This is an optimization exercise on Yosys and OpenROAD, whose aim is small area, a short achievable clock period and few clock cycles per item, not a production implementation.
Where RTL was checked, it was by simulation tests only, not by an equivalence proof against the original.
The RTL of run 1 was laid out without a check of its function.
Power figures rest on the tool's default switching activity, not on a simulated workload.

==> design/flow/design.v <==
`default_nettype none
module page_replacement_fifo_lru #(
  localparam int PAGE_W     = 5,
  localparam int FRAME_W    = 5,
  localparam int TOTAL_W    = 16,
  localparam int CFG_IDX_W  = 1,
  localparam int CFG_DATA_W = 6
) (
  input  wire                   clk,
  input  wire                   rst,
  input  wire                   req_valid,
  output logic                  req_ready,
  input  wire  [PAGE_W-1:0]     req_page_number,
  output logic                  rsp_valid,
  input  wire                   rsp_ready,
  output logic                  rsp_fault,
  output logic [FRAME_W-1:0]    rsp_frame,
  output logic                  rsp_evicted_valid,
  output logic [PAGE_W-1:0]     rsp_evicted_page,
  output logic [TOTAL_W-1:0]    rsp_fault_total,
  input  wire                   cfg_valid,
  output logic                  cfg_ready,
  input  wire  [CFG_IDX_W-1:0]  cfg_index,
  input  wire  [CFG_DATA_W-1:0] cfg_data
);
  localparam int N     = 32;
  localparam int CNT_W = 6;
  localparam int RSP_W = 1 + FRAME_W + 1 + PAGE_W + TOTAL_W;
  logic             policy;           
  logic [CNT_W-1:0] frames_in_use;
  logic [CNT_W-1:0]   taken;          
  logic [N-1:0]       valid;          
  logic [TOTAL_W-1:0] fault_count;
  logic [N-1:0][PAGE_W-1:0]  lq;
  logic [N-1:0][PAGE_W-1:0]  lr_p;
  logic [N-1:0][FRAME_W-1:0] lr_f;
  logic [N-1:0]       f_vec, v_vec;
  logic              in_v,  sk_v;
  logic [PAGE_W-1:0] in_p,  sk_p;
  logic               c_v;
  logic [PAGE_W-1:0]  c_p;
  logic               hit_c;
  logic [FRAME_W-1:0] hf_c;
  logic [N-1:0]       t_vec;
  logic             ov0, ov1;
  logic [RSP_W-1:0] o0, o1;
  logic go, adv_b;
  assign req_ready = !sk_v;
  assign cfg_ready = 1'b1;
  assign go        = c_v && !ov1;
  assign adv_b     = in_v && (!c_v || go);
  assign rsp_valid = ov0;
  assign {rsp_fault, rsp_frame, rsp_evicted_valid, rsp_evicted_page, rsp_fault_total} = o0;
  logic [CNT_W-1:0] frame_limit;
  logic             full, evict;
  logic [N-1:0]     at_top, at_new;
  always_comb begin
    if (frames_in_use == '0)            frame_limit = CNT_W'(1);
    else if (frames_in_use > CNT_W'(N)) frame_limit = CNT_W'(N);
    else                                frame_limit = frames_in_use;
  end
  assign full  = !(taken < frame_limit);
  assign evict = !hit_c && full;
  always_comb begin
    for (int i = 0; i < N; i++) begin
      at_top[i] = valid[i] && (i == N - 1 || !valid[(i + 1) % N]);
      at_new[i] = !valid[i] && (i == 0 || valid[(i + N - 1) % N]);
    end
  end
  logic [N-1:0] sh_r, ld_r, sh_q, ld_q;
  logic [N-1:0] kp_r, mv_r, nw_r, kp_q, mv_q, nw_q;
  always_comb begin
    for (int i = 0; i < N; i++) begin
      sh_r[i] = hit_c ? t_vec[i] : (full && (policy || f_vec[i]));
      ld_r[i] = (hit_c || full) ? at_top[i] : at_new[i];
      sh_q[i] = evict && (!policy || v_vec[i]);
      ld_q[i] = !hit_c && (full ? at_top[i] : at_new[i]);
      nw_r[i] = go && ld_r[i];
      mv_r[i] = go && !ld_r[i] && sh_r[i];
      kp_r[i] = !nw_r[i] && !mv_r[i];
      nw_q[i] = go && ld_q[i];
      mv_q[i] = go && !ld_q[i] && sh_q[i];
      kp_q[i] = !nw_q[i] && !mv_q[i];
    end
  end
  logic [PAGE_W-1:0]  victim;
  logic [FRAME_W-1:0] fv_frame, new_frame;
  assign victim = policy ? lr_p[0] : lq[0];
  always_comb begin
    fv_frame = '0;
    for (int i = 0; i < N; i++) begin
      if (valid[i] && f_vec[i] && (i == 0 || !f_vec[(i + N - 1) % N])) begin
        fv_frame = fv_frame | lr_f[i];
      end
    end
  end
  always_comb begin
    if (hit_c)       new_frame = hf_c;
    else if (!full)  new_frame = taken[FRAME_W-1:0];
    else if (policy) new_frame = lr_f[0];
    else             new_frame = fv_frame;
  end
  always_ff @(posedge clk) begin
    for (int i = 0; i < N; i++) begin
      lr_p[i] <= ({PAGE_W{nw_r[i]}}  & c_p)
               | ({PAGE_W{mv_r[i]}}  & lr_p[(i + 1) % N])
               | ({PAGE_W{kp_r[i]}}  & lr_p[i]);
      lr_f[i] <= ({FRAME_W{nw_r[i]}} & new_frame)
               | ({FRAME_W{mv_r[i]}} & lr_f[(i + 1) % N])
               | ({FRAME_W{kp_r[i]}} & lr_f[i]);
      lq[i]   <= ({PAGE_W{nw_q[i]}}  & c_p)
               | ({PAGE_W{mv_q[i]}}  & lq[(i + 1) % N])
               | ({PAGE_W{kp_q[i]}}  & lq[i]);
    end
  end
  function automatic logic [N-1:0] prefix_match(input logic [PAGE_W-1:0] key,
                                                input logic [N-1:0][PAGE_W-1:0] list,
                                                input logic [N-1:0] vld);
    logic [N-1:0] pm;
    logic         acc;
    acc = 1'b0;
    for (int i = 0; i < N; i++) begin
      acc   = acc | (vld[i] && (list[i] == key));
      pm[i] = acc;
    end
    prefix_match = pm;
  endfunction
  logic [N-1:0] c_t, c_f0, c_f1, c_v0, c_v1;
  assign c_t  = prefix_match(in_p,    lr_p, valid);
  assign c_f0 = prefix_match(lq[0],   lr_p, valid);
  assign c_f1 = prefix_match(lq[1],   lr_p, valid);
  assign c_v0 = prefix_match(lr_p[0], lq,   valid);
  assign c_v1 = prefix_match(lr_p[1], lq,   valid);
  logic               eq_c, kill_t, hit_b;
  logic [FRAME_W-1:0] hf_cur, hf_b;
  logic [N-1:0]       t_b;
  assign eq_c   = (in_p == c_p);
  assign kill_t = hit_c ? eq_c : (evict && (in_p == victim));
  always_comb begin
    hf_cur = '0;
    for (int i = 0; i < N; i++) begin
      if (valid[i] && (lr_p[i] == in_p)) hf_cur = hf_cur | lr_f[i];
    end
  end
  assign hit_b = go ? (eq_c || (c_t[N-1] && !kill_t)) : c_t[N-1];
  assign hf_b  = (go && eq_c) ? new_frame : hf_cur;
  always_comb begin
    for (int i = 0; i < N; i++) begin
      if (nw_r[i])      t_b[i] = (c_t[i] && !kill_t) || eq_c;
      else if (mv_r[i]) t_b[i] = c_t[(i + 1) % N] && !kill_t;
      else              t_b[i] = c_t[i];
    end
  end
  logic [PAGE_W-1:0] fkey, vkey;
  logic [N-1:0]      cf, cv, f_next, v_next;
  logic              eq_f, kill_f, eq_v;
  assign fkey   = mv_q[0] ? lq[1] : lq[0];
  assign cf     = mv_q[0] ? c_f1 : c_f0;
  assign eq_f   = (fkey == c_p);
  assign kill_f = hit_c && eq_f;
  assign vkey   = mv_r[0] ? lr_p[1] : lr_p[0];
  assign cv     = mv_r[0] ? c_v1 : c_v0;
  assign eq_v   = (vkey == c_p);
  always_comb begin
    for (int i = 0; i < N; i++) begin
      if (nw_q[0])      f_next[i] = 1'b1;
      else if (nw_r[i]) f_next[i] = (cf[i] && !kill_f) || eq_f;
      else if (mv_r[i]) f_next[i] = cf[(i + 1) % N] && !kill_f;
      else              f_next[i] = cf[i];
      if (nw_r[0])      v_next[i] = 1'b1;
      else if (nw_q[i]) v_next[i] = cv[i] || eq_v;
      else if (mv_q[i]) v_next[i] = cv[(i + 1) % N];
      else              v_next[i] = cv[i];
    end
  end
  always_ff @(posedge clk) begin
    f_vec <= f_next;
    v_vec <= v_next;
    if (adv_b) begin
      c_p   <= in_p;
      hit_c <= hit_b;
      hf_c  <= hf_b;
      t_vec <= t_b;
    end
  end
  logic [TOTAL_W-1:0] total_next;
  logic [RSP_W-1:0]   rsp_new;
  assign total_next = (!hit_c && fault_count != '1) ? fault_count + TOTAL_W'(1) : fault_count;
  assign rsp_new    = {!hit_c, new_frame, evict, evict ? victim : PAGE_W'(0), total_next};
  always_ff @(posedge clk) begin
    if (rst) begin
      policy        <= 1'b0;
      frames_in_use <= CNT_W'(4);
      taken         <= '0;
      valid         <= '0;
      fault_count   <= '0;
      in_v          <= 1'b0;
      sk_v          <= 1'b0;
      c_v           <= 1'b0;
      ov0           <= 1'b0;
      ov1           <= 1'b0;
    end else begin
      if (cfg_valid) begin
        if (cfg_index == 1'b0) policy <= cfg_data[0];
        else                   frames_in_use <= cfg_data;
      end
      if (!in_v || adv_b) begin
        in_v <= sk_v || req_valid;
        sk_v <= 1'b0;
      end else if (req_valid) begin
        sk_v <= 1'b1;
      end
      if (adv_b)   c_v <= 1'b1;
      else if (go) c_v <= 1'b0;
      if (go) begin
        fault_count <= total_next;
        if (!hit_c && !full) begin
          taken <= taken + CNT_W'(1);
          valid <= {valid[N-2:0], 1'b1};
        end
      end
      if (ov0 && rsp_ready) begin
        ov0 <= ov1 || go;
        ov1 <= ov1 && go;
      end else begin
        if (!ov0)    ov0 <= go;
        else if (go) ov1 <= 1'b1;
      end
    end
  end
  always_ff @(posedge clk) begin
    if (!in_v || adv_b) begin
      in_p <= sk_v ? sk_p : req_page_number;
    end
    if (!sk_v) begin
      sk_p <= req_page_number;
    end
    if (ov0 && rsp_ready) begin
      o0 <= ov1 ? o1 : rsp_new;
      if (ov1) o1 <= rsp_new;
    end else if (!ov0) begin
      o0 <= rsp_new;
    end else if (!ov1) begin
      o1 <= rsp_new;
    end
  end
endmodule
`default_nettype wire
==> design/flow/run.sh <==
#!/bin/bash
# synth_recipe.tcl (not shown) runs the flow's synth.tcl, then flattens the netlist and writes it again
# the make line also repeats each setting of config.mk as NAME=value (left out here)
make -C /OpenROAD-flow-scripts/flow DESIGN_CONFIG=/design/flow/config.mk WORK_HOME=/design/flow/orfs CLKGATE_MAP_FILE= SYNTH_SCRIPT=/design/flow/synth_recipe.tcl finish
==> design/flow/config.mk <==
export PLATFORM = sky130hd
export DESIGN_NAME = page_replacement_fifo_lru
export DESIGN_NICKNAME = page_replacement_fifo_lru
export VERILOG_FILES = /design/flow/design.v
export SDC_FILE = /design/flow/constraint.sdc
export NUM_CORES = 4
export LEC_CHECK = 0
export ABC_CLOCK_PERIOD_IN_PS = 3000
export CAP_MARGIN = 20
export CORE_MARGIN = 2
export CORE_UTILIZATION = 40
export SETUP_SLACK_MARGIN = 4.5
export SLEW_MARGIN = 20
==> design/flow/constraint.sdc <==
create_clock -name core_clock -period 8.0 [get_ports {clk}]
set_input_delay 1.6000 -clock core_clock [delete_from_list [all_inputs] [get_ports {clk}]]
set_output_delay 1.6000 -clock core_clock [all_outputs]
set_load 0.01 [all_outputs]
==> summary.txt, run 1 <==
* Status: timing/DRC/antenna clean
* Largest family of logic cells by synthesized area: compound AO/OA/AOI/OAI gates
* Clock Skew at 0.0398 ns
* Post-Synth XOR/XNOR Area at 0.167
* Clk Latency, worst-skew pair at 0.69 ns
* Port bufs at 46
* Clk pwr share at 0.354
* H-tree levels at 3
* Final Cycle Share at 0.454
* Setup TNS at 0 ns
* Global route overflow at 0
* F_max at 0.275 GHz
* Clock slew at reported path FFs at 0.06 ns
* Post-Syn Nets at 5,262
* Utilization after layout at 0.467
* Area of the die at 0.111 sq mm
* Nets at 5,143
* Hold Worst Slack at 0.471 ns
* Filler cell count at 10,300
* Yosys warnings at 1
* Final setup violation count at 0
* Clock buffer depth at 3
* Largest net degree at the start of global routing at 67
* Worst-margin pin slew at 1.02 ns
* DR pass1 iterations at 22
* IR drop worst, VDD at 161 uV
* Sw power at 3.80 mW
* Core area at 0.107 sq mm
* Critical Path RT at 8.38 ns
* GRT Total Usage at 0.335
* Tightest Hold Check Type: reg2reg
* Vias/cell at 6.55
* Hpwl dp at 133,000 microns
* Number of global-route vias before repair at 40,300
* Layout area overhead at 15.6%
* Post-Synth Adder-Cell Area at 0.00202
* Die H at 333 microns
* DR vias at 43,200
* Post-Syn Instances at 5,238
* Initial Util at 0.404
* Routed length per instance at 29.7 microns
* Fin. Hold Viols at 0
* Area of the multi-input gates at 0.0265 sq mm
* Fraction of synthesized area in multiplexers at 0.00493
* Reg power frac at 0.414
* Post-route antenna net violation count at 0
* Gpl congestion at 1.08
* Reg2Reg Setup Slack at 4.37 ns
* Setup Slack @ Placement at 2.81 ns
* Slowest cell on the critical path: dfxtp_1
* Number of I/O pins at 48
* Register area at 0.0155 sq mm
* Yosys reg bits at 719
* Sw Ratio at 0.337
* Critical Path Source Type: register
* Crit path time final at 3.63 ns
* Root Buffer: clkbuf_16
* Fraction of registers with async set/reset at 0
* Yosys cell types at 81
* Initial antenna violation count at 8
* Slowest stage delay, CP at 0.55 ns
* Logic gate share of total power at 0.232
* Hold Buf Count CTS at 0
* Crit-path cells: and2_1 > a221oi_1 > nand4_1 > nor4_1 > nor3_1 > a21oi_1 > nor2_1 > a21oi_4 > buf_4 > o21ai_0
* Site Rows at 120
* Power Internal at 7.47 mW
* Drc violations at 0
* Simple-gate share of the synthesized area at 0.180
* Die Width at 333 microns
* Mapped Avg Cell Area at 8.28 sq um
* Max-Cap Viols at 0
* Total CTS buffers at 83
* Power Density at 225 mW/mm^2
* Synth Flop Type: dfxtp_1
* First-pass GRT wire length at 279,000 microns
* Slack of the critical path at 4.37 ns
* Routed WL at 196,000 microns
* CP max FO at 35
* Compound-cell area share of the yosys netlist at 0.229
* Post-synthesis sequential area ratio at 0.356
* EDFF count, synth at 104
* Buffer and inverter count on the worst path at 1
* Drt initial violations at 6,657
* Slew HR at 0.314
* Clock sinks at 719
* CTS tree: done
* Leak pwr at 21.5 nW
* Worst path top cell family by delay: simple AND/OR/NAND/NOR gates
* Critical setup path kind: reg2reg
* Crit end category: register
* Post-synthesis instance area at 0.0434 sq mm
* Slew Limit Fails at 0
* Layout cells sized above 1 at 0.121
* RSZ-0062 raised after global routing: yes
* Critical Path AT at 4.02 ns
cell type report:
| type | instances | area share |
|---|---|---|
| diodes | 3 | 0.000150 |
| multi-input cells | 3866 | 0.529 |
| repair buffers | 283 | 0.0576 |
| clock buffers | 123 | 0.0502 |
| clock inverters | 32 | 0.00654 |
| inverters | 166 | 0.0125 |
| flip-flops and latches | 719 | 0.309 |
| well taps | 1403 | 0.0350 |
cell usage after synthesis (all sizes together), types with 14 or more instances:
cell	number	area share
a211oi	16	0.0029
a222oi	129	0.030
and3b	31	0.0063
xor2	621	0.13
o211a	24	0.0055
edfxtp	104	0.072
dfxtp	615	0.28
nand2	567	0.049
a2111oi	20	0.0043
a221o	56	0.013
nand2b	91	0.013
nor2	321	0.028
o22ai	14	0.0020
nand3	74	0.0085
a211o	16	0.0032
a31oi	45	0.0065
nand4	59	0.0085
nor4	167	0.025
nor3	82	0.0097
nor2b	33	0.0048
buf	187	0.021
a32oi	22	0.0044
a22oi	462	0.080
xnor2	205	0.041
a21oi	227	0.026
inv	163	0.014
and2	28	0.0040
and3	108	0.016
o21ai	272	0.031
a21boi	36	0.0062
clkbuf	302	0.026
metrics by stage:
stage          instances  total power, mW  cell area (sq um)
4_1_cts             6525             11.1              48800
3_5_place_dp        6323             7.05              44600
6_report            6595             11.3              50100
3_3_place_gp        6322             6.99              44600
5_1_grt             6592             11.6              50100
2_1_floorplan       5238             6.27              43400
path summary, 6_finish.rpt:
check | endpoint | start | depth (start not counted)
max | o0[25]$_DFFE_PP_ | valid[0]$_SDFFE_PP0P_ | 10
min | sk_p[0]$_DFF_P_ | sk_p[0]$_DFF_P_ | 1
max reg2reg | o0[25]$_DFFE_PP_ | valid[0]$_SDFFE_PP0P_ | 10
min reg2reg | sk_p[0]$_DFF_P_ | sk_p[0]$_DFF_P_ | 1
sequential cells by signal, summed over array words and instances (netlist names), 5 cells and up:
name,cells
c_p,5
f_vec,32
fault_count,16
frames_in_use,6
hf_c,5
in_p,5
lq,160
lr_f,160
lr_p,160
o0,28
o1,28
sk_p,5
t_vec,32
taken,6
v_vec,32
valid,32
power by group through the flow:
| stage | sequential, mW | clock (mW) | combinational [mW] |
|---|---|---|---|
| final | 4.67 | 4.00 | 2.62 |
| after global routing | 4.68 | 4.16 | 2.79 |
| after CTS | 4.65 | 4.02 | 2.46 |
| after detailed placement | 4.71 | 0 | 2.33 |
| after global placement | 4.72 | 0 | 2.27 |
| after floorplan | 4.26 | 0 | 2.01 |
cell families (layout without fill, tap and decap cells):
family | count (synthesis) | in the layout
AOI/OAI and AO/OA | 1403 | 1404
DFF | 719 | 719
buffers and inverters | 655 | 604
xor gates and xnor gates | 826 | 826
adders and majority gates | 7 | 7
and+or+nand+nor | 1607 | 1608
muxes | 20 | 20
other | 1 | 4
per-layer routing:
layer / global-route usage / vias to the layer above / wire length (microns)
met2: 0.497 / 2874 / 82200
met4: 0.214 / 12 / 14100
met1: 0.441 / 20900 / 77400
met5: 0 / - / 79
li1: - / 18700 / -
met3: 0.0691 / 721 / 22300
placed cells by master (no fill, tap or decap), types with 24 or more instances in the layout:
cell and instances:
a222oi_1 129, nand4_1 59, inv_1 161, nand2_1 549
buf_4 174, nor2b_1 30, a22oi_1 462, nor4_1 156
a221o_1 56, and3b_1 31, a31oi_1 45, buf_12 28
xnor2_1 205, nor2_1 279, dfxtp_1 589, a21oi_1 203
o21ai_0 256, nand2b_1 89, nand3_1 72, edfxtp_1 104
nor3_1 57, clkdlybuf4s50_1 45, and3_1 96, and2_1 25
o211a_1 24, clkbuf_16 94, xor2_1 620
what timing repair did:
item / CTS / global route
gates cloned: 4 / 6
gates resized for setup: 221 / 160
buffers inserted: 43 / 61
pin swaps: 25 / 35
endpoints found under the setup margin: 592 / 360
==> run 2, diff against run 1 <==
--- a/design/flow/design.v
+++ b/design/flow/design.v
@@ -27,3 +27,3 @@
   localparam int CNT_W = 6;
-  localparam int RSP_W = 1 + FRAME_W + 1 + PAGE_W + TOTAL_W;
+  localparam int RSP_W = 1 + FRAME_W + 1 + PAGE_W;
   logic             policy;           
@@ -44,4 +44,5 @@
   logic [N-1:0]       t_vec;
-  logic             ov0, ov1;
-  logic [RSP_W-1:0] o0, o1;
+  logic               ov0, ov1;
+  logic [RSP_W-1:0]   o0, o1;
+  logic [TOTAL_W-1:0] o0_total;
   logic go, adv_b;
@@ -49,8 +50,11 @@
   assign cfg_ready = 1'b1;
-  assign go        = c_v && !ov1;
+  logic f_wait;
+  assign go        = c_v && !ov1 && !f_wait;
   assign adv_b     = in_v && (!c_v || go);
   assign rsp_valid = ov0;
-  assign {rsp_fault, rsp_frame, rsp_evicted_valid, rsp_evicted_page, rsp_fault_total} = o0;
+  assign {rsp_fault, rsp_frame, rsp_evicted_valid, rsp_evicted_page} = o0;
+  assign rsp_fault_total = o0_total;
   logic [CNT_W-1:0] frame_limit;
-  logic             full, evict;
+  logic             full;             
+  logic             evict;
   logic [N-1:0]     at_top, at_new;
@@ -61,3 +65,5 @@
   end
-  assign full  = !(taken < frame_limit);
+  logic taken_inc, full_next;
+  assign taken_inc = go && !hit_c && !full;
+  assign full_next = taken_inc ? !((taken + CNT_W'(1)) < frame_limit) : !(taken < frame_limit);
   assign evict = !hit_c && full;
@@ -88,8 +94,7 @@
   assign victim = policy ? lr_p[0] : lq[0];
-  always_comb begin
-    fv_frame = '0;
-    for (int i = 0; i < N; i++) begin
-      if (valid[i] && f_vec[i] && (i == 0 || !f_vec[(i + N - 1) % N])) begin
-        fv_frame = fv_frame | lr_f[i];
-      end
+  logic [FRAME_W-1:0] fv_cur;
+  always_comb begin
+    fv_cur = '0;
+    for (int i = 0; i < N; i++) begin
+      if (valid[i] && (lr_p[i] == lq[0])) fv_cur = fv_cur | lr_f[i];
     end
@@ -119,7 +124,9 @@
     logic [N-1:0] pm;
-    logic         acc;
-    acc = 1'b0;
-    for (int i = 0; i < N; i++) begin
-      acc   = acc | (vld[i] && (list[i] == key));
-      pm[i] = acc;
+    for (int i = 0; i < N; i++) begin
+      pm[i] = vld[i] && (list[i] == key);
+    end
+    for (int d = 1; d < N; d = d * 2) begin
+      for (int i = 0; i < N; i++) begin
+        if ((i / d) % 2 == 1) pm[i] = pm[i] | pm[(i / d) * d - 1];
+      end
     end
@@ -127,6 +134,5 @@
   endfunction
-  logic [N-1:0] c_t, c_f0, c_f1, c_v0, c_v1;
+  logic [N-1:0] c_t, c_f0, c_v0, c_v1;
   assign c_t  = prefix_match(in_p,    lr_p, valid);
   assign c_f0 = prefix_match(lq[0],   lr_p, valid);
-  assign c_f1 = prefix_match(lq[1],   lr_p, valid);
   assign c_v0 = prefix_match(lr_p[0], lq,   valid);
@@ -153,8 +159,7 @@
   end
-  logic [PAGE_W-1:0] fkey, vkey;
+  logic [PAGE_W-1:0] vkey;
   logic [N-1:0]      cf, cv, f_next, v_next;
   logic              eq_f, kill_f, eq_v;
-  assign fkey   = mv_q[0] ? lq[1] : lq[0];
-  assign cf     = mv_q[0] ? c_f1 : c_f0;
-  assign eq_f   = (fkey == c_p);
+  assign cf     = c_f0;
+  assign eq_f   = (lq[0] == c_p);
   assign kill_f = hit_c && eq_f;
@@ -176,4 +181,6 @@
   always_ff @(posedge clk) begin
-    f_vec <= f_next;
-    v_vec <= v_next;
+    f_vec   <= f_next;
+    fv_frame <= nw_q[0] ? new_frame : fv_cur;
+    v_vec   <= v_next;
+    f_wait  <= mv_q[0] && adv_b && !hit_b && full_next && !policy;
     if (adv_b) begin
@@ -188,3 +195,3 @@
   assign total_next = (!hit_c && fault_count != '1) ? fault_count + TOTAL_W'(1) : fault_count;
-  assign rsp_new    = {!hit_c, new_frame, evict, evict ? victim : PAGE_W'(0), total_next};
+  assign rsp_new    = {!hit_c, new_frame, evict, evict ? victim : PAGE_W'(0)};
   always_ff @(posedge clk) begin
@@ -194,2 +201,3 @@
       taken         <= '0;
+      full          <= 1'b0;
       valid         <= '0;
@@ -214,5 +222,6 @@
       else if (go) c_v <= 1'b0;
+      full <= full_next;
       if (go) begin
         fault_count <= total_next;
-        if (!hit_c && !full) begin
+        if (taken_inc) begin
           taken <= taken + CNT_W'(1);
@@ -238,6 +247,8 @@
     if (ov0 && rsp_ready) begin
-      o0 <= ov1 ? o1 : rsp_new;
+      o0       <= ov1 ? o1 : rsp_new;
+      o0_total <= ov1 ? fault_count : total_next;
       if (ov1) o1 <= rsp_new;
     end else if (!ov0) begin
-      o0 <= rsp_new;
+      o0       <= rsp_new;
+      o0_total <= total_next;
     end else if (!ov1) begin
--- a/design/flow/config.mk
+++ b/design/flow/config.mk
@@ -7,7 +7,6 @@
 export LEC_CHECK = 0
-export ABC_CLOCK_PERIOD_IN_PS = 3000
 export CAP_MARGIN = 20
 export CORE_MARGIN = 2
-export CORE_UTILIZATION = 40
-export SETUP_SLACK_MARGIN = 4.5
+export CORE_UTILIZATION = 30
+export SETUP_SLACK_MARGIN = 5
 export SLEW_MARGIN = 20
==> summary.txt, run 2 <==
* Worst hold endpoint: frames_in_use[0]$_SDFFE_PP0P_
* Synth Flop Type: dfxtp_1
* Area of the die at 0.138 sq mm
* Critical Path AT at 3.94 ns
* Post-synthesis sequential area ratio at 0.371
* Utilization after layout at 0.366
* Critical Path Source Type: register
* Setup TNS at 0 ns
* Number of I/O pins at 48
* IR drop worst, VDD at 148 uV
* Drc violations at 0
* Final Cycle Share at 0.424
* Area of the multi-input gates at 0.0241 sq mm
* CTS tree: done
* Layout cells sized above 1 at 0.151
* Slew Limit Fails at 0
* Post-Syn Instances at 4,743
* Core area at 0.135 sq mm
* H-tree levels at 3
* Initial antenna violation count at 9
* Post-synthesis instance area at 0.0406 sq mm
* Most frequent cells in the layout: dfxtp_1 (598), xor2_1 (477), nand2_1 (465)
* Clock sinks at 710
* Yosys warnings at 1
* Area leader, netlist: dfxtp_1
* Clk Latency, worst-skew pair at 0.71 ns
* Slew HR at 0.257
* Mapped Avg Cell Area at 8.57 sq um
* EDFF count, synth at 88
* Critical Path RT at 8.55 ns
* First-pass GRT wire length at 279,000 microns
* Synth top area share at 0.306
* Clock Skew at 0.0458 ns
* Power Density at 242 mW/mm^2
* Max-Cap Viols at 0
* Routed WL at 197,000 microns
* DR vias at 41,700
* CP max FO at 4
* Yosys cell types at 92
* DR pass1 iterations at 11
* Fraction of registers with async set/reset at 0
* Yosys reg bits at 710
* Port bufs at 46
* Post-Syn Nets at 4,772
* Total power at 11.9 mW
* Root Buffer: clkbuf_16
* RSZ-0062 raised after global routing: yes
* Hold path depth at 2
* Die Width at 372 microns
* Crit path time final at 3.39 ns
* Routed length per instance at 29.7 microns
* Drt initial violations at 7,307
* Count leader, synth: dfxtp_1
* Site Rows at 135
* Final setup violation count at 0
* Crit-path cells: or2_4 > buf_12 > a21o_4 > nor3_4 > buf_12 > buf_12 > mux2i_4 > nand4_2 > or3_4 > buf_4 > nor4_4 > o21ai_1
* Vias/cell at 6.27
* Leak pwr at 21.3 nW
* Total CTS buffers at 82
* Hold_sp: frames_in_use[0]$_SDFFE_PP0P_
* Initial Util at 0.301
* Reg2reg end: v_vec[31]$_SDFF_PP1_
* Slowest stage delay, CP at 0.53 ns
* Tightest Hold Check Type: reg2reg
* Post-synth top cells: dfxtp_1 (622), xor2_1 (480), nand2_1 (472)
* Status: timing/DRC/antenna clean
* Synth area leaders: dfxtp_1 (31%), xor2_1 (10%), edfxtp_1 (6.5%), a222oi_1 (5.5%), a22oi_1 (4.8%)
* Gpl congestion at 1.10
* Largest net degree at the start of global routing at 68
* Commonest non-fill, non-tap cell in the layout: dfxtp_1
* Die H at 372 microns
* F_max at 0.295 GHz
* Filler cell count at 13,400
* Number of global-route vias before repair at 38,700
* Worst-margin pin slew at 1.11 ns
* Clock slew at reported path FFs at 0.06 ns
* Biggest regs: lq (160), lr_f (160), lr_p (160)
* Critical setup path kind: reg2reg
* Post-route antenna net violation count at 0
* Reg-to-Reg Start: hit_c$_DFFE_PP_
* Slowest cell on the critical path: edfxtp_1
* Crit end category: register
* Global route overflow at 0
* Reg2Reg Setup Slack at 4.61 ns
* Nets at 4,824
* Fin. Hold Viols at 0
* Clock buffer depth at 3
* Register area at 0.0152 sq mm
* Layout area overhead at 21.5%
* GRT Total Usage at 0.272
* Most Frequent Cell on Critical Path: buf_12
* Hpwl dp at 121,000 microns
* Worst Setup SP: hit_c$_DFFE_PP_
* Worst Reg2Reg Path Length in Cells at 12
## run 2: logic make-up after synthesis
logic type | Yosys count | synth area share
fa+ha+maj | 12 | 0.00369
mux | 55 | 0.0144
simple gates | 1427 | 0.169
compound gates | 1215 | 0.226
xor+xnor | 682 | 0.147
flops | 710 | 0.371
other cells | 1 | 0.0000923
buf+inv | 641 | 0.0682
## run 2: routing by layer
| layer | wire length, microns | vias to the layer above | GRT usage |
|---|---|---|---|
| met5 | 139 | - | 0 |
| met3 | 27500 | 834 | 0.0805 |
| met4 | 14800 | 8 | 0.166 |
| li1 | - | 17400 | - |
| met2 | 80600 | 3319 | 0.397 |
| met1 | 74300 | 20100 | 0.351 |
## run 2: worst max path at each step
| stage | to | depth (start not counted) |
|---|---|---|
| floorplan | f_wait$_DFF_P_ | 7 |
| global placement | v_vec[31]$_SDFF_PP1_ | 10 |
| detailed placement | v_vec[31]$_SDFF_PP1_ | 10 |
| CTS | v_vec[31]$_SDFF_PP1_ | 11 |
| global route | v_vec[31]$_SDFF_PP1_ | 9 |
| finish | v_vec[31]$_SDFF_PP1_ | 12 |
## run 2: what timing repair did
action | in CTS | in global routing
buffers inserted | 118 | 43
hold buffers | 0 | 0
pin swaps | 65 | 52
gates cloned | 25 | 6
gates resized for setup | 389 | 139
setup endpoints to repair | 557 | 266
## run 2: final cells by class
type	instances	share of cell area
diodes	9	0.000456
clock buffers	122	0.0487
clock inverters	29	0.00727
inverters	264	0.0202
multi-input cells	3394	0.488
flip-flops and latches	710	0.307
well taps	1781	0.0451
repair buffers	342	0.0834
repair inverters	1	0.000152
## run 2: worst max-delay path, delay by kind of cell (launching register included)
kind	cells	cell delay [ns]
buffers and inverters	4	0.58
flip-flops	1	0.53
multiplexers	1	0.26
AO/OA/AOI/OAI	2	0.33
AND/OR/NAND/NOR	5	1.53
## run 2: report_power, final
group	internal, mW	switching (mW)
Combinational	1.37	1.71
Clock	2.26	1.68
Sequential	4.07	0.848
## run 2: per-stage QoR
| step | instance area (sq um) | setup slack (ns) | std cells | hold WS (ns) |
|---|---|---|---|---|
| 2_1_floorplan | 40700 | 5.01 | 4743 | 0.428 |
| 3_3_place_gp | 42500 | 3.51 | 6300 | 0.451 |
| 3_5_place_dp | 42500 | 3.48 | 6300 | 0.457 |
| 4_1_cts | 48300 | 4.74 | 6594 | 0.466 |
| 5_1_grt | 49400 | 4.57 | 6645 | 0.481 |
| 6_report | 49400 | 4.61 | 6652 | 0.466 |
Testbench counts of run 2, summed over its fixed seeds: cycles 14,939, refs 14,400.
==> run 3, diff against run 2 <==
--- a/design/flow/config.mk
+++ b/design/flow/config.mk
@@ -10,2 +10,5 @@
 export CORE_UTILIZATION = 30
+export CTS_BUF_LIST = sky130_fd_sc_hd__clkbuf_8
+export CTS_CLUSTER_DIAMETER = 60
+export CTS_CLUSTER_SIZE = 14
 export SETUP_SLACK_MARGIN = 5
==> summary.txt, run 3 <==
* Status: timing/DRC/antenna clean
* Reg2Reg Setup Slack at 4.76 ns
* Area of the multi-input gates at 0.0243 sq mm
* Slew HR at 0.256
* Hold_sp: frames_in_use[0]$_SDFFE_PP0P_
* DR pass1 iterations at 14
* RSZ-0062 raised after global routing: yes
* Site Rows at 135
* F_max at 0.308 GHz
* Root Buffer: clkbuf_8
* GRT Total Usage at 0.276
* Post-route antenna net violation count at 0
* Worst hold endpoint: frames_in_use[0]$_SDFFE_PP0P_
* Post-Syn Instances at 4,743
* Synth Flop Type: dfxtp_1
* Critical Path Source Type: register
* Port bufs at 46
* Setup TNS at 0 ns
* IR drop worst, VDD at 135 uV
* Crit end category: register
* Total CTS buffers at 81
* Post-synth top cells: dfxtp_1 (622), xor2_1 (480), nand2_1 (472)
* Max-Cap Viols at 0
* Clock slew at reported path FFs at 0.10 ns
* Drc violations at 0
* Largest net degree at the start of global routing at 68
* Nets at 4,845
* Vias/cell at 6.29
* Clk pwr share at 0.264
* Critical Path RT at 8.70 ns
* Critical setup path kind: reg2reg
* Register area at 0.0152 sq mm
* Slew Limit Fails at 0
* Layout area overhead at 20.3%
* Initial Util at 0.301
* Core area at 0.135 sq mm
* Power Internal at 6.77 mW
* H-tree levels at 3
* Final setup violation count at 0
* Reg2reg end: v_vec[27]$_SDFF_PP1_
* Total power at 11.0 mW
* Most frequent cells in the layout: dfxtp_1 (599), xor2_1 (470), nand2_1 (457)
* Clock buffer depth at 3
* First-pass GRT wire length at 282,000 microns
* Yosys reg bits at 710
* Fin. Hold Viols at 0
* Slowest stage delay, CP at 0.43 ns
* Die H at 372 microns
* Yosys cell types at 92
* Mapped Avg Cell Area at 8.57 sq um
* Leak pwr at 21.1 nW
* Final Cycle Share at 0.406
* Fraction of registers with async set/reset at 0
* Routed length per instance at 30.3 microns
* Routed WL at 202,000 microns
* Hold Buf Count CTS at 0
* Worst-margin pin slew at 1.11 ns
* Clock Skew at 0.0669 ns
* Gpl congestion at 1.10
* Commonest non-fill, non-tap cell in the layout: dfxtp_1
* Slowest cell on the critical path: edfxtp_1
* CTS tree: done
* Biggest regs: lq (160), lr_f (160), lr_p (160)
* Layout cells sized above 1 at 0.168
* Tightest Hold Check Type: reg2reg
* Reg power frac at 0.445
* EDFF count, synth at 88
* Post-synthesis sequential area ratio at 0.371
* Number of I/O pins at 48
* Worst Reg2Reg Path Length in Cells at 15
* Post-Syn Nets at 4,772
* Number of global-route vias before repair at 38,800
* Area leader, netlist: dfxtp_1
* CP max FO at 7
* Clk Latency, worst-skew pair at 0.82 ns
* Hpwl dp at 121,000 microns
* Synth area leaders: dfxtp_1 (31%), xor2_1 (10%), edfxtp_1 (6.5%), a222oi_1 (5.5%), a22oi_1 (4.8%)
* Die Width at 372 microns
* Logic gate share of total power at 0.291
* Post-synthesis instance area at 0.0406 sq mm
* Crit-path cells: buf_6 > or2_4 > buf_12 > a21o_4 > nor3_4 > buf_6 > buf_12 > buf_12 > buf_6 > mux2i_1 > xor2_1 > and4_4 > clkbuf_16 > nand2_1 > nand4_1
* Area of the die at 0.138 sq mm
* Drt initial violations at 7,497
* Synth top area share at 0.306
* Power Density at 225 mW/mm^2
* Crit path time final at 3.24 ns
* Initial antenna violation count at 11
* Reg-to-Reg Start: hit_c$_DFFE_PP_
* DR vias at 41,900
* Sw Ratio at 0.386
* Sw power at 4.26 mW
* Hold path depth at 2
* Yosys warnings at 1
* Filler cell count at 13,400
* Count leader, synth: dfxtp_1
* Global route overflow at 0
* Clock sinks at 710
* Critical Path AT at 3.94 ns
==> run 3: cell counts after synthesis <==
Identical to the previous run, type by type.
==> run 3: what timing repair did <==
item	in CTS	in global routing
endpoints found under the setup margin	553	300
cloned	27	8
pin swaps	74	59
gates resized for setup	485	172
endpoints found under the hold margin	0	0
setup buffers	135	44
==> run 3: how the worst max path moves through the flow <==
stage,end,startpoint,cells after the start
2_1_floorplan,f_wait$_DFF_P_,c_v$_SDFFE_PP0P_,7
4_1_cts,v_vec[31]$_SDFF_PP1_,hit_c$_DFFE_PP_,12
3_5_place_dp,v_vec[31]$_SDFF_PP1_,hit_c$_DFFE_PP_,10
5_1_grt,v_vec[19]$_SDFF_PP1_,hit_c$_DFFE_PP_,15
6_report,v_vec[27]$_SDFF_PP1_,hit_c$_DFFE_PP_,15
3_3_place_gp,v_vec[31]$_SDFF_PP1_,hit_c$_DFFE_PP_,10
==> run 3: per-stage QoR <==
stage	hold slack (ns)	cells	setup slack (ns)	util	cell area, sq um
after floorplan	0.428	4743	5.01	-	40700
after global placement	0.451	6300	3.51	0.315	42500
after detailed placement	0.457	6300	3.48	0.315	42500
after CTS	0.471	6611	4.78	0.352	47600
after global routing	0.487	6665	4.68	0.362	48900
final	0.473	6669	4.76	0.362	48900
==> run 3: critical path: cells and delay by family, from the launching register on <==
| kind | cells | cell delay [ns] |
|---|---|---|
| and+or+nand+nor | 5 | 1.04 |
| AOI/OAI and AO/OA | 1 | 0.21 |
| xor gates and xnor gates | 1 | 0.25 |
| buffers and inverters | 7 | 1.01 |
| DFF | 1 | 0.43 |
| muxes | 1 | 0.20 |
==> run 3: cell type report <==
type                       instances  share of cell area
multi-input combinational       3394               0.497
sequential                       710               0.310
timing repair buffer             364              0.0897
tap                             1781              0.0456
clock buffer                      91              0.0256
inverter                         264              0.0204
clock inverter                    58              0.0115
antenna                            6            0.000307
timing repair inverter             1            0.000154
==> run 3: layer usage <==
layer | wire length [microns] | track usage | up-vias
li1 | - | - | 17400
met1 | 75000 | 0.353 | 20200
met2 | 80800 | 0.397 | 3354
met3 | 28600 | 0.0806 | 921
met4 | 17800 | 0.186 | 6
met5 | 42 | 0 | -
==> run 3: power by group through the flow <==
stage / Sequential [mW] / Combinational (mW) / Clock (mW)
3_3_place_gp: 4.92 / 2.34 / 0
5_1_grt: 4.90 / 3.35 / 3.05
4_1_cts: 4.83 / 2.93 / 2.90
6_report: 4.90 / 3.21 / 2.91
2_1_floorplan: 4.49 / 1.92 / 0
3_5_place_dp: 4.92 / 2.40 / 0
==> run 3: logic make-up after synthesis <==
family,synth area share
mux,0.0144
flops,0.371
compound gates,0.226
fa+ha+maj,0.00369
buf+inv,0.0682
other cells,0.0000923
xor+xnor,0.147
simple gates,0.169
==> run 4, diff against run 3 <==
--- a/design/flow/design.v
+++ b/design/flow/design.v
@@ -42,3 +42,2 @@
   logic               hit_c;
-  logic [FRAME_W-1:0] hf_c;
   logic [N-1:0]       t_vec;
@@ -79,5 +78,5 @@
     for (int i = 0; i < N; i++) begin
-      sh_r[i] = hit_c ? t_vec[i] : (full && (policy || f_vec[i]));
+      sh_r[i] = (i < N - 1) && (hit_c ? t_vec[i] : (full && (policy || f_vec[i])));
       ld_r[i] = (hit_c || full) ? at_top[i] : at_new[i];
-      sh_q[i] = evict && (!policy || v_vec[i]);
+      sh_q[i] = (i < N - 1) && evict && (!policy || v_vec[i]);
       ld_q[i] = !hit_c && (full ? at_top[i] : at_new[i]);
@@ -94,7 +93,9 @@
   assign victim = policy ? lr_p[0] : lq[0];
-  logic [FRAME_W-1:0] fv_cur;
-  always_comb begin
-    fv_cur = '0;
-    for (int i = 0; i < N; i++) begin
-      if (valid[i] && (lr_p[i] == lq[0])) fv_cur = fv_cur | lr_f[i];
+  logic [FRAME_W-1:0] hf_c;
+  always_comb begin
+    hf_c     = '0;
+    fv_frame = '0;
+    for (int i = 0; i < N; i++) begin
+      if (valid[i] && t_vec[i] && (i == 0 || !t_vec[(i + N - 1) % N])) hf_c = hf_c | lr_f[i];
+      if (valid[i] && f_vec[i] && (i == 0 || !f_vec[(i + N - 1) % N])) fv_frame = fv_frame | lr_f[i];
     end
@@ -140,3 +141,2 @@
   logic               eq_c, kill_t, hit_b;
-  logic [FRAME_W-1:0] hf_cur, hf_b;
   logic [N-1:0]       t_b;
@@ -144,10 +144,3 @@
   assign kill_t = hit_c ? eq_c : (evict && (in_p == victim));
-  always_comb begin
-    hf_cur = '0;
-    for (int i = 0; i < N; i++) begin
-      if (valid[i] && (lr_p[i] == in_p)) hf_cur = hf_cur | lr_f[i];
-    end
-  end
   assign hit_b = go ? (eq_c || (c_t[N-1] && !kill_t)) : c_t[N-1];
-  assign hf_b  = (go && eq_c) ? new_frame : hf_cur;
   always_comb begin
@@ -159,5 +152,4 @@
   end
-  logic [PAGE_W-1:0] vkey;
   logic [N-1:0]      cf, cv, f_next, v_next;
-  logic              eq_f, kill_f, eq_v;
+  logic              eq_f, kill_f;
   assign cf     = c_f0;
@@ -165,5 +157,3 @@
   assign kill_f = hit_c && eq_f;
-  assign vkey   = mv_r[0] ? lr_p[1] : lr_p[0];
   assign cv     = mv_r[0] ? c_v1 : c_v0;
-  assign eq_v   = (vkey == c_p);
   always_comb begin
@@ -175,3 +165,2 @@
       if (nw_r[0])      v_next[i] = 1'b1;
-      else if (nw_q[i]) v_next[i] = cv[i] || eq_v;
       else if (mv_q[i]) v_next[i] = cv[(i + 1) % N];
@@ -182,3 +171,2 @@
     f_vec   <= f_next;
-    fv_frame <= nw_q[0] ? new_frame : fv_cur;
     v_vec   <= v_next;
@@ -188,3 +176,2 @@
       hit_c <= hit_b;
-      hf_c  <= hf_b;
       t_vec <= t_b;
==> summary.txt, run 4 <==
* CP max FO at 14
* CTS tree: done
* Register area at 0.0150 sq mm
* Yosys cell types at 85
* Slowest stage delay, CP at 0.40 ns
* Fraction of registers with async set/reset at 0
* Critical Path AT at 3.64 ns
* Crit end category: register
* Routed WL at 179,000 microns
* Initial antenna violation count at 4
* Setup TNS at 0 ns
* Slowest cell on the critical path: edfxtp_1
* Critical Path Source Type: register
* Most Frequent Cell on Critical Path: nor4_4
* Commonest non-fill, non-tap cell in the layout: dfxtp_1
* DR pass1 iterations at 13
* Drc violations at 0
* Post-synthesis instance area at 0.0401 sq mm
* Most frequent cells in the layout: dfxtp_1 (578), nand2_1 (556), xor2_1 (497)
* F_max at 0.321 GHz
* Gpl congestion at 0.998
* Post-Syn Instances at 4,679
* DR vias at 39,800
* EDFF count, synth at 98
* Area of the multi-input gates at 0.0238 sq mm
* Clock slew at reported path FFs at 0.09 ns
* Crit-path cells: buf_4 > buf_12 > xor2_1 > nor4_1 > and3_2 > nor4_4 > nand4_1 > buf_6 > or2_4 > nor4_4 > o21ai_1 > a221o_1
* Count leader, synth: dfxtp_1
* Initial Util at 0.301
* Core area at 0.133 sq mm
* Tightest Hold Check Type: reg2reg
* First-pass GRT wire length at 259,000 microns
* Post-synthesis sequential area ratio at 0.373
* Critical setup path kind: reg2reg
* Yosys reg bits at 699
* Layout area overhead at 17.0%
* Drt initial violations at 5,956
* Post-Syn Nets at 4,708
* Post-route antenna net violation count at 0
* Worst path top cell family by delay: simple AND/OR/NAND/NOR gates
* Slew Limit Fails at 0
* Max-Cap Viols at 0
* Site Rows at 134
* Hpwl dp at 118,000 microns
* Fin. Hold Viols at 0
* Largest net degree at the start of global routing at 68
* GRT Total Usage at 0.251
* Number of global-route vias before repair at 37,500
* Vias/cell at 6.07
* Buffer and inverter count on the worst path at 3
* Clock Skew at 0.0742 ns
* Die H at 370 microns
* Synth Flop Type: dfxtp_1
* H-tree levels at 3
* Logic gate share of total power at 0.278
* Mapped Avg Cell Area at 8.57 sq um
* Power Internal at 6.44 mW
* Synth top area share at 0.300
* Clk Latency, worst-skew pair at 0.78 ns
* Area of the die at 0.137 sq mm
* Routed length per instance at 27.4 microns
* Global route overflow at 0
* Root Buffer: clkbuf_8
* Sw Ratio at 0.362
* Die Width at 370 microns
* Layout cells sized above 1 at 0.135
* Crit path time final at 3.12 ns
* Power Density at 215 mW/mm^2
* Final setup violation count at 0
* Clock sinks at 699
* Filler cell count at 13,600
* Area leader, netlist: dfxtp_1
* Port bufs at 46
* Slew HR at 0.277
* Nets at 4,747
* Worst-margin pin slew at 1.07 ns
* Critical Path RT at 8.52 ns
* Total CTS buffers at 76
* RSZ-0062 raised after global routing: yes
* Total power at 10.1 mW
* Synth area leaders: dfxtp_1 (30%), xor2_1 (11%), a22oi_1 (7.6%), edfxtp_1 (7.3%), nand2_1 (5.2%)
* Reg power frac at 0.449
* Biggest regs: lq (155), lr_f (155), lr_p (155)
* Status: timing/DRC/antenna clean
* Number of I/O pins at 48
* IR drop worst, VDD at 116 uV
* Post-synth top cells: dfxtp_1 (601), nand2_1 (559), xor2_1 (502)
* Utilization after layout at 0.353
* Sw power at 3.65 mW
* Clk pwr share at 0.273
* Leak pwr at 20.1 nW
* Yosys warnings at 1
* Clock buffer depth at 3
* Final Cycle Share at 0.389
run 4: changes by cell type after synthesis, sizes merged, moves of 22 or more:
cell / before / now
a22oi: 258 / 404
nor3: 80 / 50
and3b: 2 / 62
o21ai: 189 / 283
inv: 264 / 179
nand3: 100 / 56
a221o: 91 / 5
xnor2: 202 / 175
nor2: 335 / 231
xor2: 480 / 502
a211oi: 30 / 7
nand2: 473 / 559
a222oi: 223 / 145
run 4: logic make-up (layout without fill, tap and decap cells):
logic type	after synthesis	count (layout)	share of synthesized area
other cells	1	2	0.0000935
buf+inv	531	624	0.0585
flops	699	699	0.373
xor+xnor	677	677	0.148
compound gates	1295	1300	0.229
mux	35	35	0.00967
simple gates	1429	1429	0.178
fa+ha+maj	12	12	0.00374
run 4: metal layers:
metal / GRT usage / routed length [microns]
met1: 0.321 / 70800
met2: 0.388 / 78000
met3: 0.0562 / 19000
met4: 0.143 / 11700
met5: 0.000356 / 0
run 4: path summary, 6_finish.rpt:
| kind | from | to | slack (ns) | depth (start not counted) |
|---|---|---|---|---|
| min reg2reg | frames_in_use[0]$_SDFFE_PP0P_ | frames_in_use[0]$_SDFFE_PP0P_ | 0.47 | 2 |
| min | frames_in_use[0]$_SDFFE_PP0P_ | frames_in_use[0]$_SDFFE_PP0P_ | 0.47 | 2 |
| max reg2reg | in_p[3]$_DFFE_PP_ | t_vec[23]$_DFFE_PP_ | 4.88 | 12 |
| max | in_p[3]$_DFFE_PP_ | t_vec[23]$_DFFE_PP_ | 4.88 | 12 |
run 4: final cells by class:
class,count,share of cell area
inverters,180,0.0144
diodes,1,0.0000533
well taps,1768,0.0471
multi-input cells,3454,0.507
clock inverters,55,0.0119
clock buffers,82,0.0240
flip-flops and latches,699,0.320
repair buffers,307,0.0750
run 4: tightest hold or removal path: cells and delay by family, from the launching register on:
kind,cells,cell delay [ns]
compound gates,1,0.05
flops,1,0.33
simple gates,1,0.05
run 4: timing repair:
| action | in CTS | in global routing |
|---|---|---|
| gates cloned | 24 | 2 |
| endpoints found under the hold margin | 0 | 0 |
| pin swaps | 27 | 44 |
| resized for setup | 313 | 124 |
| hold buffers | 0 | 0 |
| endpoints found under the setup margin | 644 | 244 |
| setup buffers | 104 | 52 |
run 4: metrics by stage:
stage / hold slack [ns] / instances / area, sq um / worst slack (ns)
2_1_floorplan: 0.421 / 4679 / 40100 / 5.06
3_3_place_gp: 0.457 / 6225 / 41800 / 3.35
3_5_place_dp: 0.462 / 6226 / 41800 / 3.23
4_1_cts: 0.478 / 6491 / 46000 / 4.90
5_1_grt: 0.496 / 6546 / 46900 / 4.73
6_report: 0.475 / 6546 / 46900 / 4.88
run 4: power by group through the flow:
stage	clock, mW	sequential, mW	combinational (mW)
floorplan	0	4.30	1.78
global placement	0	4.62	2.05
detailed placement	0	4.62	2.12
CTS	2.78	4.50	2.63
global route	2.91	4.55	2.97
finish	2.75	4.53	2.80
Testbench counts of run 4, summed over its fixed seeds: cycles 14,939, refs 14,400.
==> run 5, diff against run 4 <==
--- a/design/flow/config.mk
+++ b/design/flow/config.mk
@@ -13,2 +13,3 @@
 export CTS_CLUSTER_SIZE = 14
+export PLACE_DENSITY = 0.75
 export SETUP_SLACK_MARGIN = 5
==> summary.txt, run 5 <==
* Core area at 0.133 sq mm
* Critical setup path kind: reg2reg
* Nets at 4,729
* Synth Flop Type: dfxtp_1
* Clock sinks at 699
* Crit end category: register
* Initial Util at 0.301
* Hpwl dp at 108,000 microns
* Total CTS buffers at 66
* Fin. Hold Viols at 0
* H-tree levels at 3
* Critical Path AT at 3.60 ns
* Routed length per instance at 26.4 microns
* Reg-to-Reg Start: hit_c$_DFFE_PP_
* GRT Total Usage at 0.233
* Final setup violation count at 0
* Area leader, netlist: dfxtp_1
* Number of global-route vias before repair at 38,000
* Number of I/O pins at 48
* Post-synthesis instance area at 0.0401 sq mm
* Fraction of registers with async set/reset at 0
* Max-Cap Viols at 0
* Slew Limit Fails at 0
* DR vias at 41,000
* Leak pwr at 19.8 nW
* Most frequent cells in the layout: dfxtp_1 (580), nand2_1 (556), xor2_1 (496)
* Reg power frac at 0.477
* EDFF count, synth at 98
* Layout cells sized above 1 at 0.121
* Setup TNS at 0 ns
* Biggest regs: lq (155), lr_f (155), lr_p (155)
* Vias/cell at 6.29
* Status: timing/DRC/antenna clean
* Final Cycle Share at 0.389
* Yosys cell types at 85
* Largest net degree at the start of global routing at 76
* RSZ-0062 raised after global routing: yes
* Count leader, synth: dfxtp_1
* DR pass1 iterations at 14
* Critical Path Source Type: register
* Clk Latency, worst-skew pair at 0.76 ns
* Gpl congestion at 1.05
* Sw Ratio at 0.369
* Commonest non-fill, non-tap cell in the layout: dfxtp_1
* Critical Path RT at 8.49 ns
* Clk pwr share at 0.230
* Clock buffer depth at 3
* Hold_sp: sk_p[0]$_DFF_P_
* Hold Buf Count CTS at 0
* Post-synthesis sequential area ratio at 0.373
* IR drop worst, VDD at 120 uV
* Logic gate share of total power at 0.294
* Sw power at 3.53 mW
* Root Buffer: clkbuf_8
* Post-route antenna net violation count at 0
* Worst-margin pin slew at 1.10 ns
* Hold Worst Slack at 0.482 ns
* Worst Setup SP: hit_c$_DFFE_PP_
* Layout area overhead at 15.2%
* F_max at 0.321 GHz
* Yosys reg bits at 699
* Post-Syn Nets at 4,708
* Clock Skew at 0.0700 ns
* Global route overflow at 0
* Tightest Hold Check Type: reg2reg
* CP max FO at 14
* Area of the die at 0.137 sq mm
* Yosys warnings at 1
* Clock slew at reported path FFs at 0.10 ns
* Synth area leaders: dfxtp_1 (30%), xor2_1 (11%), a22oi_1 (7.6%), edfxtp_1 (7.3%), nand2_1 (5.2%)
* Post-synth top cells: dfxtp_1 (601), nand2_1 (559), xor2_1 (502)
* Port bufs at 46
* Crit path time final at 3.11 ns
* First-pass GRT wire length at 245,000 microns
* Initial antenna violation count at 9
* Mapped Avg Cell Area at 8.57 sq um
* Drt initial violations at 7,620
* Die Width at 370 microns
* Power Density at 207 mW/mm^2
* Power Internal at 6.05 mW
* CTS tree: done
* Drc violations at 0
* Die H at 370 microns
* Slew HR at 0.264
* Synth top area share at 0.300
* Post-Syn Instances at 4,679
* Site Rows at 134
* Routed WL at 172,000 microns
-- run 5: power by group through the flow --
stage / Clock (mW) / Combinational, mW / Sequential [mW]
global placement: 0 / 1.96 / 4.64
CTS: 2.20 / 2.41 / 4.50
global route: 2.34 / 2.95 / 4.58
floorplan: 0 / 1.78 / 4.30
finish: 2.20 / 2.81 / 4.57
detailed placement: 0 / 2.05 / 4.64
-- run 5: metrics by stage --
step                utilization  instance area, sq um  instances  setup slack [ns]  power (mW)
global route              0.347                 46200       6512              4.85        9.87
CTS                       0.336                 44700       6400              4.97        9.11
finish                    0.347                 46200       6514              4.89        9.58
floorplan                     -                 40100       4679              5.06        6.08
detailed placement        0.313                 41700       6205              3.58        6.69
global placement          0.313                 41600       6203              3.69        6.61
-- run 5: layer usage --
metal	up-vias	part of all wire	GRT usage
met5	-	0.00035	0.00142
met4	6	0.088	0.151
met3	1039	0.14	0.0638
met2	3496	0.42	0.359
met1	19400	0.35	0.285
li1	17100	-	-
-- run 5: layout make-up --
| class | count | area (sq um) |
|---|---|---|
| repair buffers | 300 | 3410 |
| diodes | 5 | 12.5 |
| flip-flops and latches | 699 | 15000 |
| inverters | 180 | 676 |
| clock inverters | 40 | 248 |
| multi-input cells | 3453 | 23700 |
| well taps | 1768 | 2210 |
| clock buffers | 69 | 950 |
| fillers | 13300 | 86900 |
-- run 5: cells by family after synthesis --
group	synth area share
adders and majority gates	0.00374
other	0.0000935
DFF	0.373
and+or+nand+nor	0.178
AOI/OAI and AO/OA	0.229
xor gates and xnor gates	0.148
buffers and inverters	0.0585
muxes	0.00967
-- run 5: final timing paths --
check,slack (ns),cells past startpoint,endpoint
max reg2reg,4.89,10,t_vec[10]$_DFFE_PP_
max,4.89,10,t_vec[10]$_DFFE_PP_
min reg2reg,0.48,1,sk_p[0]$_DFF_P_
min,0.48,1,sk_p[0]$_DFF_P_
-- run 5: repair_timing --
| action | CTS | global route |
|---|---|---|
| pin swaps | 25 | 28 |
| resized for setup | 233 | 153 |
| cloned | 18 | 9 |
| setup endpoints to repair | 543 | 387 |
| setup buffers | 68 | 100 |
-- run 5: critical path, cell delays in order (launching register included) --
cell	delay [ns]
edfxtp_1	0.47
buf_12	0.18
or2_4	0.24
buf_12	0.14
buf_4	0.13
buf_12	0.12
a21oi_1	0.50
and3_2	0.59
nor2_4	0.18
o21ai_0	0.21
nand2_1	0.06
==> run 6, diff against run 5 <==
--- a/design/flow/design.v
+++ b/design/flow/design.v
@@ -32,3 +32,2 @@
   logic [N-1:0]       valid;          
-  logic [TOTAL_W-1:0] fault_count;
   logic [N-1:0][PAGE_W-1:0]  lq;
@@ -181,3 +180,5 @@
   logic [RSP_W-1:0]   rsp_new;
-  assign total_next = (!hit_c && fault_count != '1) ? fault_count + TOTAL_W'(1) : fault_count;
+  logic [TOTAL_W-1:0] o1_total;
+  assign total_next = (!hit_c && o0_total != '1) ? o0_total + TOTAL_W'(1) : o0_total;
+  assign o1_total   = (o1[RSP_W-1] && o0_total != '1) ? o0_total + TOTAL_W'(1) : o0_total;
   assign rsp_new    = {!hit_c, new_frame, evict, evict ? victim : PAGE_W'(0)};
@@ -190,3 +191,3 @@
       valid         <= '0;
-      fault_count   <= '0;
+      o0_total      <= '0;
       in_v          <= 1'b0;
@@ -211,3 +212,2 @@
       if (go) begin
-        fault_count <= total_next;
         if (taken_inc) begin
@@ -220,3 +220,8 @@
         ov1 <= ov1 && go;
-      end else begin
+        if (ov1)     o0_total <= o1_total;
+        else if (go) o0_total <= total_next;
+      end else if (!ov0 && go) begin
+        o0_total <= total_next;
+      end
+      if (!(ov0 && rsp_ready)) begin
         if (!ov0)    ov0 <= go;
@@ -234,8 +239,6 @@
     if (ov0 && rsp_ready) begin
-      o0       <= ov1 ? o1 : rsp_new;
-      o0_total <= ov1 ? fault_count : total_next;
+      o0 <= ov1 ? o1 : rsp_new;
       if (ov1) o1 <= rsp_new;
     end else if (!ov0) begin
-      o0       <= rsp_new;
-      o0_total <= total_next;
+      o0 <= rsp_new;
     end else if (!ov1) begin
==> summary.txt, run 6 <==
* Status: timing/DRC/antenna clean
* Slowest cell on the critical path: or3_4
* Crit path time final at 3.28 ns
* Routed length per instance at 28.0 microns
* Gpl congestion at 1.07
* Fraction of registers with async set/reset at 0
* Nets at 4,663
* Port bufs at 46
* Largest family of logic cells by synthesized area: compound AO/OA/AOI/OAI gates
* Clock slew at reported path FFs at 0.08 ns
* Compound-cell area share of the yosys netlist at 0.236
* Max-Cap Viols at 0
* Number of I/O pins at 48
* Slowest stage delay, CP at 0.45 ns
* Post-Syn Instances at 4,604
* Non-Filler Instances at 6,426
* Critical Path AT at 3.74 ns
* IR drop worst, VDD at 117 uV
* Die H at 366 microns
* Site Rows at 132
* Slew HR at 0.203
* DR pass1 iterations at 12
* Yosys warnings at 1
* Layout area overhead at 17.1%
* Worst-margin pin slew at 1.20 ns
* Yosys cell types at 86
* H-tree levels at 3
* Global route overflow at 0
* GRT Total Usage at 0.252
* Fin. Hold Viols at 0
* Number of global-route vias before repair at 37,300
* Clock buffer depth at 3
* M3 GR Usage at 0.0649
* Layout cells sized above 1 at 0.128
* Total CTS buffers at 69
* Met1 Use GR at 0.314
* Initial Util at 0.303
* EDFF count, synth at 82
* Core area at 0.130 sq mm
* Area leader, netlist: dfxtp_1
* Final Cycle Share at 0.410
* Area of the die at 0.134 sq mm
* Root Buffer: clkbuf_8
* Synth top area share at 0.307
* F_max at 0.305 GHz
* Routed WL at 180,000 microns
* Drt initial violations at 6,424
* Power Density at 216 mW/mm^2
* Crit-path cells: buf_12 > buf_16 > xor2_2 > nor4_2 > a32o_2 > or3_4 > nor4_4 > buf_6 > nand4_4 > nor4b_4 > o21ai_1
* Post-Synth Adder-Cell Area at 0.00382
* Final setup violation count at 0
* Simple-gate share of the synthesized area at 0.180
* DR vias at 40,300
* Critical setup path kind: reg2reg
* Leak pwr at 20.0 nW
* Setup TNS at 0 ns
* Synth area leaders: dfxtp_1 (31%), xor2_1 (11%), a22oi_1 (8.3%), edfxtp_1 (6.3%), nand2_1 (5.0%)
* Slew Limit Fails at 0
* Count leader, synth: dfxtp_1
* CP max FO at 12
* Post-route cell area at 0.0460 sq mm
* Hold Buf Count CTS at 0
* Cells after DPL at 6,176
* Commonest non-fill, non-tap cell in the layout: dfxtp_1
* Drc violations at 0
* Yosys reg bits at 683
* RSZ-0062 raised after global routing: yes
* Met2 Use GR at 0.379
* Largest net degree at the start of global routing at 67
* Dpl cell area at 0.0414 sq mm
* Fraction of synthesized area in multiplexers at 0.00851
* Filler cell count at 12,900
* Gr busiest metal: met2
* Post-synth top cells: dfxtp_1 (601), nand2_1 (522), xor2_1 (508)
* Post-Syn Nets at 4,633
* Crit end category: register
* Synth Flop Type: dfxtp_1
* Die Width at 366 microns
* Initial antenna violation count at 10
* Post-synthesis instance area at 0.0393 sq mm
* Critical Path RT at 8.46 ns
* CTS tree: done
* Clk Latency, worst-skew pair at 0.80 ns
* Post-Synth XOR/XNOR Area at 0.148
* Vias/cell at 6.27
* Critical Path Source Type: register
* Hpwl dp at 118,000 microns
* Post-route antenna net violation count at 0
* Clock Skew at 0.0908 ns
* Clock sinks at 683
* Utilization after layout at 0.355
* Biggest regs: lq (155), lr_f (155), lr_p (155)
* Most frequent cells in the layout: dfxtp_1 (562), nand2_1 (518), xor2_1 (500)
* Post-synthesis sequential area ratio at 0.369
* First-pass GRT wire length at 258,000 microns
* Tightest Hold Check Type: reg2reg
* Mapped Avg Cell Area at 8.53 sq um
-- run 6: worst max-delay path: cells and delay by family, from the launching register on --
kind | cells | cell delay [ns]
AND/OR/NAND/NOR | 5 | 1.36
buffers and inverters | 3 | 0.57
AO/OA/AOI/OAI | 2 | 0.43
flip-flops | 1 | 0.42
XOR/XNOR | 1 | 0.17
-- run 6: logic make-up (layout without fill, tap and decap cells) --
| family | count (synthesis) | count (layout) |
|---|---|---|
| AND/OR/NAND/NOR | 1414 | 1416 |
| flip-flops | 683 | 683 |
| AO/OA/AOI/OAI | 1295 | 1296 |
| buffers and inverters | 504 | 576 |
| other | 1 | 6 |
| XOR/XNOR | 664 | 664 |
| multiplexers | 31 | 31 |
| adder cells (fa/ha/maj) | 12 | 12 |
-- run 6: report_power, final --
group	switching, mW	internal [mW]
clock	1.41	1.05
sequential	0.796	3.91
combinational	1.55	1.20
total	3.76	6.15
-- run 6: path summary, 6_finish.rpt --
check / startpoint / endpoint / slack, ns / cells past startpoint
min reg2reg: sk_p[4]$_DFF_P_ / sk_p[4]$_DFF_P_ / 0.48 / 1
max reg2reg: in_p[2]$_DFFE_PP_ / t_vec[31]$_DFFE_PP_ / 4.72 / 11
min: sk_p[4]$_DFF_P_ / sk_p[4]$_DFF_P_ / 0.48 / 1
max: in_p[2]$_DFFE_PP_ / t_vec[31]$_DFFE_PP_ / 4.72 / 11
-- run 6: final cells by class --
| type | count | area, sq um | share of cell area |
|---|---|---|---|
| antenna | 5 | 12.5 | 0.000272 |
| clock buffer | 74 | 1020 | 0.0222 |
| clock inverter | 42 | 408 | 0.00887 |
| inverter | 174 | 653 | 0.0142 |
| multi-input combinational | 3420 | 23800 | 0.517 |
| sequential | 683 | 14600 | 0.317 |
| tap | 1742 | 2180 | 0.0474 |
| timing repair buffer | 286 | 3350 | 0.0729 |
-- run 6: layer usage --
layer	vias to the layer above	routed length [microns]
li1	16900	-
met1	19200	65600
met2	3211	75200
met3	910	23600
met4	10	15400
met5	-	69
-- run 6: through the flow --
stage | hold slack [ns] | setup WS (ns) | total power [mW]
after floorplan | 0.428 | 5.01 | 6.10
after global placement | 0.458 | 3.66 | 6.85
after detailed placement | 0.467 | 3.51 | 6.93
after CTS | 0.487 | 4.80 | 9.68
after global routing | 0.498 | 4.70 | 10.2
final | 0.484 | 4.72 | 9.91
-- run 6: what timing repair did --
item / 4_1_cts / 5_1_grt
setup buffers: 71 / 38
gates cloned: 17 / 3
gates resized for setup: 309 / 133
pin swaps: 29 / 35
endpoints found under the setup margin: 576 / 270
Testbench counts of run 6, summed over its fixed seeds: cycles 14,939, refs 14,400.
==> run 7, diff against run 6 <==
--- a/design/flow/config.mk
+++ b/design/flow/config.mk
@@ -13,3 +13,2 @@
 export CTS_CLUSTER_SIZE = 14
-export PLACE_DENSITY = 0.75
 export SETUP_SLACK_MARGIN = 5
==> summary.txt, run 7 <==
* EDFF count, synth at 82
* Drt initial violations at 6,056
* Clock sinks at 683
* Hold Buf Count CTS at 0
* Initial Util at 0.303
* IR drop worst, VDD at 172 uV
* Largest family of logic cells by synthesized area: compound AO/OA/AOI/OAI gates
* Simple-gate share of the synthesized area at 0.180
* Clock buffer depth at 3
* H-tree levels at 3
* Post-synthesis sequential area ratio at 0.369
* Initial antenna violation count at 6
* Crit-path cells: buf_4 > buf_12 > xnor2_1 > and2_1 > a32o_2 > or4b_4 > nor3_4 > nand4_4 > nor4b_4 > buf_6 > o21ai_1
* Synth Flop Type: dfxtp_1
* Die H at 366 microns
* Largest net degree at the start of global routing at 68
* Drc violations at 0
* Final setup violation count at 0
* Clock slew at reported path FFs at 0.09 ns
* Power Density at 221 mW/mm^2
* Biggest regs: lq (155), lr_f (155), lr_p (155)
* CP max FO at 17
* Yosys reg bits at 683
* Layout cells sized above 1 at 0.134
* Critical setup path kind: reg2reg
* Root Buffer: clkbuf_8
* Critical Path AT at 3.61 ns
* Synth area leaders: dfxtp_1 (31%), xor2_1 (11%), a22oi_1 (8.3%), edfxtp_1 (6.3%), nand2_1 (5.0%)
* DR vias at 39,400
* Post-route antenna net violation count at 0
* Core area at 0.130 sq mm
* Yosys cell types at 86
* Yosys warnings at 1
* Routed length per instance at 28.1 microns
* Total CTS buffers at 77
* Fraction of registers with async set/reset at 0
* Crit end category: register
* Synth top area share at 0.307
* Critical Path RT at 8.52 ns
* Post-synth top cells: dfxtp_1 (601), nand2_1 (522), xor2_1 (508)
* Global route overflow at 0
* Area leader, netlist: dfxtp_1
* Most frequent cells in the layout: dfxtp_1 (566), nand2_1 (519), xor2_1 (504)
* Post-Syn Nets at 4,633
* CTS tree: done
* Fin. Hold Viols at 0
* F_max at 0.324 GHz
* Max-Cap Viols at 0
* Nets at 4,681
* Vias/cell at 6.09
* Clock Skew at 0.0936 ns
* Post-Syn Instances at 4,604
* Leak pwr at 20.0 nW
* Compound-cell area share of the yosys netlist at 0.236
* Worst-margin pin slew at 1.07 ns
* Post-Synth Adder-Cell Area at 0.00382
* Hold Worst Slack at 0.466 ns
* Final Cycle Share at 0.386
* Post-synthesis instance area at 0.0393 sq mm
* Tightest Hold Check Type: reg2reg
* Slowest cell on the critical path: or4b_4
* Status: timing/DRC/antenna clean
* Die Width at 366 microns
* GRT Total Usage at 0.253
* Area of the die at 0.134 sq mm
* Setup TNS at 0 ns
* Hpwl dp at 121,000 microns
* Commonest non-fill, non-tap cell in the layout: dfxtp_1
* Port bufs at 46
* Slew Limit Fails at 0
* First-pass GRT wire length at 257,000 microns
* Slowest stage delay, CP at 0.52 ns
* Critical Path Source Type: register
* Number of I/O pins at 48
* Fraction of synthesized area in multiplexers at 0.00851
* RSZ-0062 raised after global routing: yes
* Number of global-route vias before repair at 36,000
* Site Rows at 132
* DR pass1 iterations at 13
* Slew HR at 0.288
* Mapped Avg Cell Area at 8.53 sq um
* Gpl congestion at 1.04
* Clk Latency, worst-skew pair at 0.81 ns
* Count leader, synth: dfxtp_1
* Routed WL at 181,000 microns
* Layout area overhead at 17.1%
* Post-Synth XOR/XNOR Area at 0.148
* Crit path time final at 3.09 ns
## run 7: repair_timing
| action | in CTS | in global routing |
|---|---|---|
| pin swaps | 21 | 27 |
| resized for setup | 328 | 101 |
| cloned | 11 | 5 |
| hold endpoints to repair | 0 | 0 |
| buffers inserted | 70 | 51 |
| endpoints found under the setup margin | 615 | 202 |
## run 7: critical path: cells and delay by family (launching register included)
kind	cells	cell delay [ns]
AO/OA/AOI/OAI	2	0.34
XOR/XNOR	1	0.16
buffers and inverters	3	0.53
flip-flops	1	0.37
AND/OR/NAND/NOR	5	1.40
## run 7: cell families after synthesis
logic type / after synthesis
DFF: 683
buffers and inverters: 504
adders and majority gates: 12
AOI/OAI and AO/OA: 1295
and+or+nand+nor: 1414
xor gates and xnor gates: 664
muxes: 31
other: 1
## run 7: final timing paths
kind                                         endpoint  slack, ns             startpoint  cells after the start
worst max-delay path                  hit_c$_DFFE_PP_       4.91      in_p[1]$_DFFE_PP_                     11
worst min-delay path            valid[1]$_SDFFE_PP0P_       0.47  valid[0]$_SDFFE_PP0P_                      2
worst min register to register  valid[1]$_SDFFE_PP0P_       0.47  valid[0]$_SDFFE_PP0P_                      2
worst max register to register        hit_c$_DFFE_PP_       4.91      in_p[1]$_DFFE_PP_                     11
## run 7: metrics by stage
step           instances  power (mW)   util  cell area (sq um)  worst slack [ns]
2_1_floorplan       4604        6.10      -              39300              5.01
3_3_place_gp        6177        6.88  0.319              41400              3.57
3_5_place_dp        6178        6.93  0.319              41400              3.46
4_1_cts             6400        9.90  0.346              44900              4.93
5_1_grt             6457        10.5  0.354              46000              4.85
6_report            6462        10.2  0.355              46000              4.91
## run 7: final cells by class
cell class | instances | area (sq um)
fill | 13300 | 83700
tap | 1742 | 2180
antenna | 6 | 15.0
clock buffer | 85 | 1170
timing repair buffer | 296 | 3180
clock inverter | 56 | 519
inverter | 174 | 653
multi-input combinational | 3420 | 23700
sequential | 683 | 14600
## run 7: power breakdown
group          switching (mW)  internal, mW
clock                    1.52          1.20
sequential              0.754          3.90
combinational            1.57          1.22
## run 7: per-layer routing
layer,wire (microns),GRT usage
met1,72900,0.337
met2,77100,0.384
met3,20700,0.0525
met4,10700,0.133
met5,14,0

Check on run 7: ideal ports give 4.910 ns setup slack; a clkbuf_16 on the clock port and buf_2 on the inputs give 4.910 ns; moving port delays by the midpoint clock arrival (0.842 ns) as well gives 4.330 ns.
